This is an optimization exercise on Yosys and OpenROAD, whose aim is small area, not a production implementation. Only simulation tests tie the RTL to the original design; equivalence was not proved.

==> 02-18 <==
==> flow/design.v <==
package apb_slave_pkg;
  localparam int DEPTH     = 16;
  localparam int NUM_BANKS = 3;
  localparam int DATA_W    = 32;
  localparam int ADDR_W    = 32;
  localparam int CNT_W     = 16;
  localparam int IDX_LSB   = 2;
  localparam int IDX_MSB   = 5;
  localparam int NUM_RINGS = NUM_BANKS * DEPTH / 2;
  function automatic logic addr_ok(input logic [ADDR_W-1:0] addr);
    addr_ok = (addr[IDX_LSB-1:0] == '0) && (addr[ADDR_W-1:IDX_MSB+1] == '0);
  endfunction
endpackage
module apb_reg_bank (
  input  logic [15:0] from_slot1,
  input  logic        hold,
  input  logic [15:0] wdata,
  input  logic        ins,
  output logic [15:0] nxt
);
  for (genvar b = 0; b < 16; b++) begin : g_bit
    apb_oai22 u_bit (.a0 (from_slot1[b]), .a1 (ins), .b0 (wdata[b]), .b1 (hold), .y (nxt[b]));
  end
endmodule
module apb_oai22 (
  input  logic a0,
  input  logic a1,
  input  logic b0,
  input  logic b1,
  output logic y
);
  assign y = !((a0 || a1) && (b0 || b1));
endmodule
module apb_rd_bit (
  input  logic [47:0] sel,
  input  logic [47:0] bits,
  input  logic        fwd_sel,
  input  logic        fwd_bit,
  output logic        y
);
  logic [15:0] t_n;
  logic [3:0]  g;
  logic        q;
  for (genvar i = 0; i < 16; i++) begin : g_aoi
    apb_aoi222 u_aoi (
      .a (sel[3*i+2:3*i]),
      .b (bits[3*i+2:3*i]),
      .y (t_n[i])
    );
  end
  for (genvar i = 0; i < 4; i++) begin : g_nand
    apb_nand4 u_nand (.a (t_n[4*i+3:4*i]), .y (g[i]));
  end
  assign q = |g;
  apb_mux2i u_out (.s (fwd_sel), .a0 (q), .a1 (fwd_bit), .y (y));
endmodule
module apb_mux2i (
  input  logic s,
  input  logic a0,
  input  logic a1,
  output logic y
);
  assign y = !(s ? a1 : a0);
endmodule
module apb_aoi222 (
  input  logic [2:0] a,
  input  logic [2:0] b,
  output logic       y
);
  assign y = !(|(a & b));
endmodule
module apb_nand4 (
  input  logic [3:0] a,
  output logic       y
);
  assign y = !(&a);
endmodule
module apb_xmux (
  input  logic s,
  input  logic a0,
  input  logic a1,
  input  logic x,
  output logic y
);
  logic m_n;
  apb_mux2i u_m (.s (s), .a0 (a0), .a1 (a1), .y (m_n));
  assign y = x ^ m_n;
endmodule
module apb_ring_ctl (
  input  logic a,
  input  logic b,
  input  logic clear,
  output logic ins,
  output logic hold
);
  assign ins  = clear || (a && b);
  assign hold = !(a && b && !clear);
endmodule
module apb_nor2 (
  input  logic a,
  input  logic b,
  output logic y
);
  assign y = !(a || b);
endmodule
module apb_prd_next (
  input  logic y,
  input  logic pol,
  input  logic clr,
  output logic d
);
  assign d = !clr && (y ^ pol);
endmodule
module apb_slave #(
  parameter int DEPTH     = apb_slave_pkg::DEPTH,
  parameter int NUM_BANKS = apb_slave_pkg::NUM_BANKS
) (
  input  logic                 Hclk,
  input  logic                 Hreset,
  input  logic [NUM_BANKS-1:0] Pselx,
  input  logic                 Penable,
  input  logic                 Pwrite,
  input  logic [31:0]          Paddr,
  input  logic [31:0]          Pwdata,
  output logic [31:0]          Prdata,
  output logic                 proto_err,
  output logic [15:0]          wr_count,
  output logic [15:0]          rd_count
);
  localparam int NR = apb_slave_pkg::NUM_RINGS;
  logic                 setup_good_q, setup_bad_q;
  logic [NUM_BANKS-1:0] cap_sel_q;
  logic [3:0]           cap_idx_q;
  logic                 cap_write_q;
  logic                 ph_q;       
  logic                 inv_q;      
  logic                 rst_q;      
  logic                 pend_q;     
  logic [31:0]          pwdata_q;   
  logic [NR-1:0][31:0]  slot0, slot1, nxt0;
  logic sel, setup, addr_good, bad_now, start, match, commit, err_d;
  logic wr_commit, wr_now, wr_ins, clear, rd_slot1, inv_d, rd_inv, rd_fwd;
  logic [31:0] wdata;
  logic [1:0][NR-1:0] rd_s0, rd_s1;
  assign sel       = |Pselx;
  assign setup     = setup_good_q | setup_bad_q;
  assign addr_good = apb_slave_pkg::addr_ok(Paddr);
  assign bad_now   = !$onehot(Pselx) || !addr_good;
  assign start     = !setup && sel && !Penable;
  assign match     = Penable && (Pselx == cap_sel_q) && addr_good
                     && (Paddr[5:2] == cap_idx_q) && (Pwrite == cap_write_q);
  assign commit    = setup_good_q && match;
  assign err_d     = (!setup && sel && Penable) || setup_bad_q
                     || (setup_good_q && !match);
  assign wr_commit = commit && cap_write_q;
  assign wr_now    = wr_commit && (cap_idx_q[0] ^ ph_q);
  assign wr_ins    = wr_now || pend_q;
  assign clear     = Hreset || rst_q;
  assign inv_d     = !Hreset && (inv_q ^ ph_q);
  logic [1:0][31:0] wdata_c;
  for (genvar c = 0; c < 2; c++) begin : g_wcopy
    for (genvar b = 0; b < 32; b++) begin : g_wdata
      apb_xmux u_w (.s (pend_q), .a0 (Pwdata[b]), .a1 (pwdata_q[b]), .x (inv_d), .y (wdata_c[c][b]));
    end
  end
  assign wdata = wdata_c[1];
  logic [NUM_BANKS-1:0] wr_bank;
  logic [7:0]           wr_idx;
  assign wr_bank = {NUM_BANKS{wr_ins}} & cap_sel_q;
  always_comb
    for (int k = 0; k < 8; k++) wr_idx[k] = (cap_idx_q[3:1] == 3'(k));
  logic [1:0][NR-1:0] ins_c, hold_c;
  for (genvar c = 0; c < 2; c++) begin : g_ccopy
    for (genvar j = 0; j < NR; j++) begin : g_ctl
      apb_ring_ctl u_ctl (
        .a     (wr_bank[j / 8]),
        .b     (wr_idx[j % 8]),
        .clear (clear),
        .ins   (ins_c[c][j]),
        .hold  (hold_c[c][j])
      );
    end
  end
  for (genvar j = 0; j < NR; j++) begin : g_ring
for (genvar h = 0; h < 2; h++) begin : g_half
      apb_reg_bank u_ins (
        .from_slot1 (slot1[j][16*h +: 16]),
        .hold       (hold_c[h][j]),
        .wdata      (wdata_c[j / (NR / 2)][16*h +: 16]),
        .ins        (ins_c[h][j]),
        .nxt        (nxt0[j][16*h +: 16])
      );
    end
  end
  always_ff @(posedge Hclk) begin
    slot0 <= nxt0;
    slot1 <= slot0;
  end
  assign rd_slot1 = Paddr[2] ^ ph_q;
  assign rd_fwd   = rd_slot1 && pend_q && (Pselx == cap_sel_q) && (Paddr[5:2] == cap_idx_q);
  assign rd_inv   = rd_slot1 ? !inv_d : inv_q;
  logic [NUM_BANKS-1:0][1:0] rd_bank_n;
  logic [7:0]                rd_idx_n;
  for (genvar n = 0; n < NUM_BANKS; n++) begin : g_rbank
    assign rd_bank_n[n][0] = !(Pselx[n] && !rd_slot1);
    assign rd_bank_n[n][1] = !(Pselx[n] && rd_slot1);
  end
  for (genvar k = 0; k < 8; k++) begin : g_ridx
    assign rd_idx_n[k] = !(Paddr[5:3] == 3'(k));
  end
  for (genvar c = 0; c < 2; c++) begin : g_scopy
    for (genvar j = 0; j < NR; j++) begin : g_rsel
      apb_nor2 u_s0 (.a (rd_bank_n[j / 8][0]), .b (rd_idx_n[j % 8]), .y (rd_s0[c][j]));
      apb_nor2 u_s1 (.a (rd_bank_n[j / 8][1]), .b (rd_idx_n[j % 8]), .y (rd_s1[c][j]));
    end
  end
  logic [31:0] rd_data_n;
  logic [1:0][2*NR-1:0] rd_sel;
  for (genvar c = 0; c < 2; c++) begin : g_selc
    for (genvar j = 0; j < NR; j++) begin : g_sel
      assign rd_sel[c][2*j]   = rd_s0[c][j];
      assign rd_sel[c][2*j+1] = rd_s1[c][j];
    end
  end
  for (genvar b = 0; b < 32; b++) begin : g_rd
    logic [2*NR-1:0] bits;
    for (genvar j = 0; j < NR; j++) begin : g_w
      assign bits[2*j]   = slot0[j][b];
      assign bits[2*j+1] = slot1[j][b];
    end
    apb_rd_bit u_rd (
      .sel  (rd_sel[b / 16]),
      .bits (bits),
      .fwd_sel (rd_fwd),
      .fwd_bit (wdata[b]),
      .y    (rd_data_n[b])
    );
  end
  logic        prd_clr, prd_en, rd_pol;
  logic [31:0] prd_d;
  assign prd_clr = Hreset || rst_q || bad_now;
  assign prd_en  = Hreset || rst_q || (start && !Pwrite);
  assign rd_pol  = !rd_inv;
  for (genvar b = 0; b < 32; b++) begin : g_prd
    apb_prd_next u_n (.y (rd_data_n[b]), .pol (rd_pol), .clr (prd_clr), .d (prd_d[b]));
  end
  always_ff @(posedge Hclk) begin
    if (prd_en) Prdata <= prd_d;
  end
  always_ff @(posedge Hclk) begin
    rst_q    <= Hreset;
    pwdata_q <= Pwdata;
    cap_sel_q   <= Pselx;
    cap_idx_q   <= Paddr[5:2];
    cap_write_q <= Pwrite;
    if (Hreset) begin
      ph_q         <= 1'b0;
      inv_q        <= 1'b0;
      setup_good_q <= 1'b0;
      setup_bad_q  <= 1'b0;
      pend_q       <= 1'b0;
      proto_err    <= 1'b0;
      wr_count     <= '0;
      rd_count     <= '0;
    end else begin
      ph_q         <= !ph_q;
      inv_q        <= inv_d;
      setup_good_q <= start && !bad_now;
      setup_bad_q  <= start && bad_now;
      pend_q       <= wr_commit && !(cap_idx_q[0] ^ ph_q);
      proto_err    <= err_d;
      if (commit) begin
        if (cap_write_q) begin
          if (wr_count != '1) wr_count <= wr_count + 1'b1;
        end else begin
          if (rd_count != '1) rd_count <= rd_count + 1'b1;
        end
      end
    end
  end
endmodule
==> flow/run.sh <==
#!/bin/bash
# synth_recipe.tcl (not shown) runs the flow's synth.tcl, then flattens the netlist and writes it again
# the make line also repeats each setting of config.mk as NAME=value (left out here)
make -C /OpenROAD-flow-scripts/flow DESIGN_CONFIG=/design/flow/config.mk WORK_HOME=/design/flow/orfs CLKGATE_MAP_FILE= SYNTH_SCRIPT=/design/flow/synth_recipe.tcl finish
==> flow/config.mk <==
export PLATFORM = sky130hd
export DESIGN_NAME = apb_slave
export DESIGN_NICKNAME = apb_slave
export VERILOG_FILES = /design/flow/design.v
export SDC_FILE = /design/flow/constraint.sdc
export NUM_CORES = 4
export LEC_CHECK = 0
export CAP_MARGIN = 15
export CORE_MARGIN = 2
export CORE_UTILIZATION = 55
export CTS_BUF_LIST = sky130_fd_sc_hd__clkbuf_8
export CTS_CLUSTER_DIAMETER = 50
export CTS_CLUSTER_SIZE = 18
export GPL_TIMING_DRIVEN = 0
export PLACE_DENSITY = 0.65
export SETUP_SLACK_MARGIN = 0.2
export SLEW_MARGIN = 15
export SYNTH_HIERARCHICAL = 1
==> flow/constraint.sdc <==
create_clock -name core_clock -period 5.0 [get_ports {Hclk}]
set_input_delay 1.0000 -clock core_clock [delete_from_list [all_inputs] [get_ports {Hclk}]]
set_output_delay 1.0000 -clock core_clock [all_outputs]
set_load 0.01 [all_outputs]
==> 05-04: changes against 02-18 <==
==> flow/flow/run.sh (new file) <==
#!/bin/bash
# The standard layout (standard.sh): the standard synthesis unchanged,
# then the layout steps with layout-only options passed to the ORFS make:
# synthesis buffers removed at floorplan, the largest buffers kept out of
# the resizer's repairs, and CTS with clusters of at most 18 flip-flops per
# clkbuf_8 and no dummy loads; ports buffered with buf_1.
# make's output goes to flow_synth.log and flow_make.log in this folder;
# ORFS's per-step logs are copied to flow_logs/.
set -o pipefail
bash standard.sh synth > flow_synth.log 2>&1 || { cp -r orfs/logs flow_logs; exit 1; }
bash standard.sh \
  REMOVE_ABC_BUFFERS=1 \
  "DONT_USE_CELLS=sky130_fd_sc_hd__probe_p_8 sky130_fd_sc_hd__probec_p_8 sky130_fd_sc_hd__lpflow_bleeder_1 sky130_fd_sc_hd__lpflow_clkbufkapwr_1 sky130_fd_sc_hd__lpflow_clkbufkapwr_16 sky130_fd_sc_hd__lpflow_clkbufkapwr_2 sky130_fd_sc_hd__lpflow_clkbufkapwr_4 sky130_fd_sc_hd__lpflow_clkbufkapwr_8 sky130_fd_sc_hd__lpflow_clkinvkapwr_1 sky130_fd_sc_hd__lpflow_clkinvkapwr_16 sky130_fd_sc_hd__lpflow_clkinvkapwr_2 sky130_fd_sc_hd__lpflow_clkinvkapwr_4 sky130_fd_sc_hd__lpflow_clkinvkapwr_8 sky130_fd_sc_hd__lpflow_decapkapwr_12 sky130_fd_sc_hd__lpflow_decapkapwr_3 sky130_fd_sc_hd__lpflow_decapkapwr_4 sky130_fd_sc_hd__lpflow_decapkapwr_6 sky130_fd_sc_hd__lpflow_decapkapwr_8 sky130_fd_sc_hd__lpflow_inputiso0n_1 sky130_fd_sc_hd__lpflow_inputiso0p_1 sky130_fd_sc_hd__lpflow_inputiso1n_1 sky130_fd_sc_hd__lpflow_inputiso1p_1 sky130_fd_sc_hd__lpflow_inputisolatch_1 sky130_fd_sc_hd__lpflow_isobufsrc_1 sky130_fd_sc_hd__lpflow_isobufsrc_16 sky130_fd_sc_hd__lpflow_isobufsrc_2 sky130_fd_sc_hd__lpflow_isobufsrc_4 sky130_fd_sc_hd__lpflow_isobufsrc_8 sky130_fd_sc_hd__lpflow_isobufsrckapwr_16 sky130_fd_sc_hd__lpflow_lsbuf_lh_hl_isowell_tap_1 sky130_fd_sc_hd__lpflow_lsbuf_lh_hl_isowell_tap_2 sky130_fd_sc_hd__lpflow_lsbuf_lh_hl_isowell_tap_4 sky130_fd_sc_hd__lpflow_lsbuf_lh_isowell_4 sky130_fd_sc_hd__lpflow_lsbuf_lh_isowell_tap_1 sky130_fd_sc_hd__lpflow_lsbuf_lh_isowell_tap_2 sky130_fd_sc_hd__lpflow_lsbuf_lh_isowell_tap_4  sky130_fd_sc_hd__buf_12 sky130_fd_sc_hd__buf_16 sky130_fd_sc_hd__bufbuf_16 sky130_fd_sc_hd__bufbuf_8 sky130_fd_sc_hd__buf_8" \
  "CTS_ARGS=-sink_clustering_enable -repair_clock_nets -buf_list sky130_fd_sc_hd__clkbuf_8 -sink_clustering_size 18 -sink_clustering_max_diameter 50 -dont_use_dummy_load" \
  "BUFFER_PORTS_ARGS=-buffer_cell sky130_fd_sc_hd__buf_1" \
  finish > flow_make.log 2>&1
rc=$?
cp -r orfs/logs flow_logs 2>/dev/null
exit $rc
==> flow/standard.sh (new file) <==
#!/bin/bash
# synth_recipe.tcl (not shown) runs the flow's synth.tcl, then flattens the netlist and writes it again
# the make line also repeats each setting of config.mk as NAME=value (left out here)
make -C /OpenROAD-flow-scripts/flow DESIGN_CONFIG=/design/flow/config.mk WORK_HOME=/design/flow/orfs CLKGATE_MAP_FILE= SYNTH_SCRIPT=/design/flow/synth_recipe.tcl "${@:-finish}"
- CTS_BUF_LIST: sky130_fd_sc_hd__clkbuf_8 -> unset
- CTS_CLUSTER_DIAMETER: 50 -> unset
- CTS_CLUSTER_SIZE: 18 -> unset
removed: flow/run.sh
==> 03-11: changes against 02-18 <==
==> flow/flow/run.sh (new file) <==
#!/bin/bash
# The standard layout (standard.sh): the standard synthesis unchanged,
# then the layout steps with layout-only options passed to the ORFS make:
# synthesis buffers removed at floorplan, the largest buffers kept out of
# the resizer's repairs, and CTS with clusters of at most 20 flip-flops per
# clkbuf_8 and no dummy loads; ports buffered with buf_1.
# make's output goes to flow_synth.log and flow_make.log in this folder;
# ORFS's per-step logs are copied to flow_logs/.
set -o pipefail
bash standard.sh synth > flow_synth.log 2>&1 || { cp -r orfs/logs flow_logs; exit 1; }
bash standard.sh \
  REMOVE_ABC_BUFFERS=1 \
  "DONT_USE_CELLS=sky130_fd_sc_hd__probe_p_8 sky130_fd_sc_hd__probec_p_8 sky130_fd_sc_hd__lpflow_bleeder_1 sky130_fd_sc_hd__lpflow_clkbufkapwr_1 sky130_fd_sc_hd__lpflow_clkbufkapwr_16 sky130_fd_sc_hd__lpflow_clkbufkapwr_2 sky130_fd_sc_hd__lpflow_clkbufkapwr_4 sky130_fd_sc_hd__lpflow_clkbufkapwr_8 sky130_fd_sc_hd__lpflow_clkinvkapwr_1 sky130_fd_sc_hd__lpflow_clkinvkapwr_16 sky130_fd_sc_hd__lpflow_clkinvkapwr_2 sky130_fd_sc_hd__lpflow_clkinvkapwr_4 sky130_fd_sc_hd__lpflow_clkinvkapwr_8 sky130_fd_sc_hd__lpflow_decapkapwr_12 sky130_fd_sc_hd__lpflow_decapkapwr_3 sky130_fd_sc_hd__lpflow_decapkapwr_4 sky130_fd_sc_hd__lpflow_decapkapwr_6 sky130_fd_sc_hd__lpflow_decapkapwr_8 sky130_fd_sc_hd__lpflow_inputiso0n_1 sky130_fd_sc_hd__lpflow_inputiso0p_1 sky130_fd_sc_hd__lpflow_inputiso1n_1 sky130_fd_sc_hd__lpflow_inputiso1p_1 sky130_fd_sc_hd__lpflow_inputisolatch_1 sky130_fd_sc_hd__lpflow_isobufsrc_1 sky130_fd_sc_hd__lpflow_isobufsrc_16 sky130_fd_sc_hd__lpflow_isobufsrc_2 sky130_fd_sc_hd__lpflow_isobufsrc_4 sky130_fd_sc_hd__lpflow_isobufsrc_8 sky130_fd_sc_hd__lpflow_isobufsrckapwr_16 sky130_fd_sc_hd__lpflow_lsbuf_lh_hl_isowell_tap_1 sky130_fd_sc_hd__lpflow_lsbuf_lh_hl_isowell_tap_2 sky130_fd_sc_hd__lpflow_lsbuf_lh_hl_isowell_tap_4 sky130_fd_sc_hd__lpflow_lsbuf_lh_isowell_4 sky130_fd_sc_hd__lpflow_lsbuf_lh_isowell_tap_1 sky130_fd_sc_hd__lpflow_lsbuf_lh_isowell_tap_2 sky130_fd_sc_hd__lpflow_lsbuf_lh_isowell_tap_4  sky130_fd_sc_hd__buf_12 sky130_fd_sc_hd__buf_16 sky130_fd_sc_hd__bufbuf_16 sky130_fd_sc_hd__bufbuf_8 sky130_fd_sc_hd__buf_8" \
  "CTS_ARGS=-sink_clustering_enable -repair_clock_nets -buf_list sky130_fd_sc_hd__clkbuf_8 -sink_clustering_size 20 -sink_clustering_max_diameter 50 -dont_use_dummy_load" \
  "BUFFER_PORTS_ARGS=-buffer_cell sky130_fd_sc_hd__buf_1" \
  finish > flow_make.log 2>&1
rc=$?
cp -r orfs/logs flow_logs 2>/dev/null
exit $rc
==> flow/standard.sh (new file) <==
#!/bin/bash
# synth_recipe.tcl (not shown) runs the flow's synth.tcl, then flattens the netlist and writes it again
# the make line also repeats each setting of config.mk as NAME=value (left out here)
make -C /OpenROAD-flow-scripts/flow DESIGN_CONFIG=/design/flow/config.mk WORK_HOME=/design/flow/orfs CLKGATE_MAP_FILE= SYNTH_SCRIPT=/design/flow/synth_recipe.tcl "${@:-finish}"
- CAP_MARGIN: 15 -> 10
- CORE_UTILIZATION: 55 -> 60
- CTS_BUF_LIST: sky130_fd_sc_hd__clkbuf_8 -> unset
- CTS_CLUSTER_DIAMETER: 50 -> unset
- CTS_CLUSTER_SIZE: 18 -> unset
- PLACE_DENSITY: 0.65 -> 0.7
- SETUP_SLACK_MARGIN: 0.2 -> 0.1
- SLEW_MARGIN: 15 -> 10
removed: flow/run.sh
==> 06-24: changes against 02-18 <==
==> flow/flow/run.sh (new file) <==
#!/bin/bash
# The standard layout (standard.sh): the standard synthesis unchanged,
# then the layout steps with layout-only options passed to the ORFS make:
# synthesis buffers removed at floorplan, the largest buffers kept out of
# the resizer's repairs, and CTS with clusters of at most 18 flip-flops per
# clkbuf_8 and no dummy loads; ports buffered with buf_1.
# make's output goes to flow_synth.log and flow_make.log in this folder;
# ORFS's per-step logs are copied to flow_logs/.
set -o pipefail
bash standard.sh synth > flow_synth.log 2>&1 || { cp -r orfs/logs flow_logs; exit 1; }
bash standard.sh \
  REMOVE_ABC_BUFFERS=1 \
  "DONT_USE_CELLS=sky130_fd_sc_hd__probe_p_8 sky130_fd_sc_hd__probec_p_8 sky130_fd_sc_hd__lpflow_bleeder_1 sky130_fd_sc_hd__lpflow_clkbufkapwr_1 sky130_fd_sc_hd__lpflow_clkbufkapwr_16 sky130_fd_sc_hd__lpflow_clkbufkapwr_2 sky130_fd_sc_hd__lpflow_clkbufkapwr_4 sky130_fd_sc_hd__lpflow_clkbufkapwr_8 sky130_fd_sc_hd__lpflow_clkinvkapwr_1 sky130_fd_sc_hd__lpflow_clkinvkapwr_16 sky130_fd_sc_hd__lpflow_clkinvkapwr_2 sky130_fd_sc_hd__lpflow_clkinvkapwr_4 sky130_fd_sc_hd__lpflow_clkinvkapwr_8 sky130_fd_sc_hd__lpflow_decapkapwr_12 sky130_fd_sc_hd__lpflow_decapkapwr_3 sky130_fd_sc_hd__lpflow_decapkapwr_4 sky130_fd_sc_hd__lpflow_decapkapwr_6 sky130_fd_sc_hd__lpflow_decapkapwr_8 sky130_fd_sc_hd__lpflow_inputiso0n_1 sky130_fd_sc_hd__lpflow_inputiso0p_1 sky130_fd_sc_hd__lpflow_inputiso1n_1 sky130_fd_sc_hd__lpflow_inputiso1p_1 sky130_fd_sc_hd__lpflow_inputisolatch_1 sky130_fd_sc_hd__lpflow_isobufsrc_1 sky130_fd_sc_hd__lpflow_isobufsrc_16 sky130_fd_sc_hd__lpflow_isobufsrc_2 sky130_fd_sc_hd__lpflow_isobufsrc_4 sky130_fd_sc_hd__lpflow_isobufsrc_8 sky130_fd_sc_hd__lpflow_isobufsrckapwr_16 sky130_fd_sc_hd__lpflow_lsbuf_lh_hl_isowell_tap_1 sky130_fd_sc_hd__lpflow_lsbuf_lh_hl_isowell_tap_2 sky130_fd_sc_hd__lpflow_lsbuf_lh_hl_isowell_tap_4 sky130_fd_sc_hd__lpflow_lsbuf_lh_isowell_4 sky130_fd_sc_hd__lpflow_lsbuf_lh_isowell_tap_1 sky130_fd_sc_hd__lpflow_lsbuf_lh_isowell_tap_2 sky130_fd_sc_hd__lpflow_lsbuf_lh_isowell_tap_4  sky130_fd_sc_hd__buf_12 sky130_fd_sc_hd__buf_16 sky130_fd_sc_hd__bufbuf_16 sky130_fd_sc_hd__bufbuf_8 sky130_fd_sc_hd__buf_8" \
  "CTS_ARGS=-sink_clustering_enable -repair_clock_nets -buf_list sky130_fd_sc_hd__clkbuf_8 -sink_clustering_size 18 -sink_clustering_max_diameter 50 -dont_use_dummy_load" \
  "BUFFER_PORTS_ARGS=-buffer_cell sky130_fd_sc_hd__buf_1" \
  finish > flow_make.log 2>&1
rc=$?
cp -r orfs/logs flow_logs 2>/dev/null
exit $rc
==> flow/standard.sh (new file) <==
#!/bin/bash
# synth_recipe.tcl (not shown) runs the flow's synth.tcl, then flattens the netlist and writes it again
# the make line also repeats each setting of config.mk as NAME=value (left out here)
make -C /OpenROAD-flow-scripts/flow DESIGN_CONFIG=/design/flow/config.mk WORK_HOME=/design/flow/orfs CLKGATE_MAP_FILE= SYNTH_SCRIPT=/design/flow/synth_recipe.tcl "${@:-finish}"
- CAP_MARGIN: 15 -> 10
- CTS_BUF_LIST: sky130_fd_sc_hd__clkbuf_8 -> unset
- CTS_CLUSTER_DIAMETER: 50 -> unset
- CTS_CLUSTER_SIZE: 18 -> unset
- SETUP_SLACK_MARGIN: 0.2 -> 0.1
- SLEW_MARGIN: 15 -> 10
removed: flow/run.sh
==> summary of the runs <==
05-04 completed with no timing, DRC or antenna violations. 02-18 completed with no timing, DRC or antenna violations. 03-11 finished but failed the layout checks on antenna violations. 06-24 passed the timing, DRC and antenna checks. Synthesized area is the same in 05-04 and 02-18. Design area: 03-11 < 06-24 < 05-04 < 02-18. Setup slack, lowest first: 02-18, 05-04, 03-11, 06-24. Against 05-04, the register-to-register slack of 02-18 is better by 0.36 ns. Of 02-18 and 06-24, 02-18 has the higher critical path depth (gap 2). Flip-flop and latch count is the same in 05-04 and 03-11. Against 02-18, the worst hold slack of 03-11 is worse by 0.035 ns. First-iteration DRC count: 02-18 > 05-04 > 06-24 > 03-11. Against 03-11, the non-clock buffer count of 02-18 is higher by 41.
==> figures <==
                                                                         02-18                    05-04                    06-24                     03-11
Number of nets in the final layout                                        4192                     4163                     4157                      4149
Post-detailed-route via-to-cell ratio                                     7.00                     7.13                     7.13                      7.27
Cell with the largest stage delay on the worst path                   nand3b_1                   nor2_2                   nor2_2                    nor2_1
Number of filler instances in the final layout                            7010                     7198                     7198                      6248
Final routed wirelength across all metal layers                      154000 um                152000 um                153000 um                 148000 um
1st-iter DRT viols                                                        6646                     6253                     6140                      6113
Slowest stage delay, CP                                                0.90 ns                  1.03 ns                  0.99 ns                   1.45 ns
Final Core Density                                                       0.640                    0.610                    0.609                     0.664
Setup skew after layout                                              0.0299 ns                0.0541 ns                0.0747 ns                 0.0909 ns
Pin count of the biggest net entering global routing                        88                       96                       97                        77
Global-route wire length before repair                               228000 um                225000 um                225000 um                 220000 um
Routed met3 length                                                    17100 um                 16000 um                 15800 um                  18100 um
Logic depth of the worst setup path including buffers                       11                        9                        9                         9
Sequential cell area share                                               0.589                    0.617                    0.619                     0.621
Worst reg2reg path endpoint                                          Prdata[5]               Prdata[13]               Prdata[18]                Prdata[22]
Drt pass-1 iters                                                            11                        9                       10                         9
CP startpoint                                                         Paddr[4]                     ph_q                     ph_q                  Paddr[4]
Antenna violations before repair                                            10                        9                        8                         9
Run status                                             complete, no violations  complete, no violations  complete, no violations  finished with violations
Violated checks                                                              -                        -                        -        antenna violations

-- port drivers added, routing unchanged --
How much do the figures lean on ideal ports? The routed layouts below were timed once more, with nothing changed but the port constraints.
Step 1 (the two cells are an assumption about what drives the block):
set clk [get_ports {Hclk}]
set_driving_cell -lib_cell sky130_fd_sc_hd__clkbuf_16 $clk
set_driving_cell -lib_cell sky130_fd_sc_hd__buf_2 [delete_from_list [all_inputs] $clk]
Step 2 times the ports against the registers' clock, not the clock port: input delays grow and output delays shrink by t, the midpoint of the rising clock arrivals with the driver on.
Three values: ideal ports, drivers, drivers and shift; two values: the first two.
run | t, ns | setup slack, ns | hold WS [ns] | worst register clock-pin slew, ns
02-18 | 0.903 | 0.223 / 0.268 / -0.635 | 0.329 / 0.329 / 0.329 | 0.11 / 0.11
05-04 | 0.883 | 0.335 / 0.335 / -0.429 | 0.297 / 0.275 / 0.306 | 0.11 / 0.11
03-11 | 0.859 | 0.407 / 0.371 / -0.488 | 0.295 / 0.295 / 0.295 | 0.11 / 0.11
06-24 | 0.873 | 0.414 / 0.414 / -0.335 | 0.302 / 0.281 / 0.302 | 0.11 / 0.11
For 03-11, which loses most, drivers alone change the setup slack by -0.036 ns; drivers and shift together by -0.895 ns.
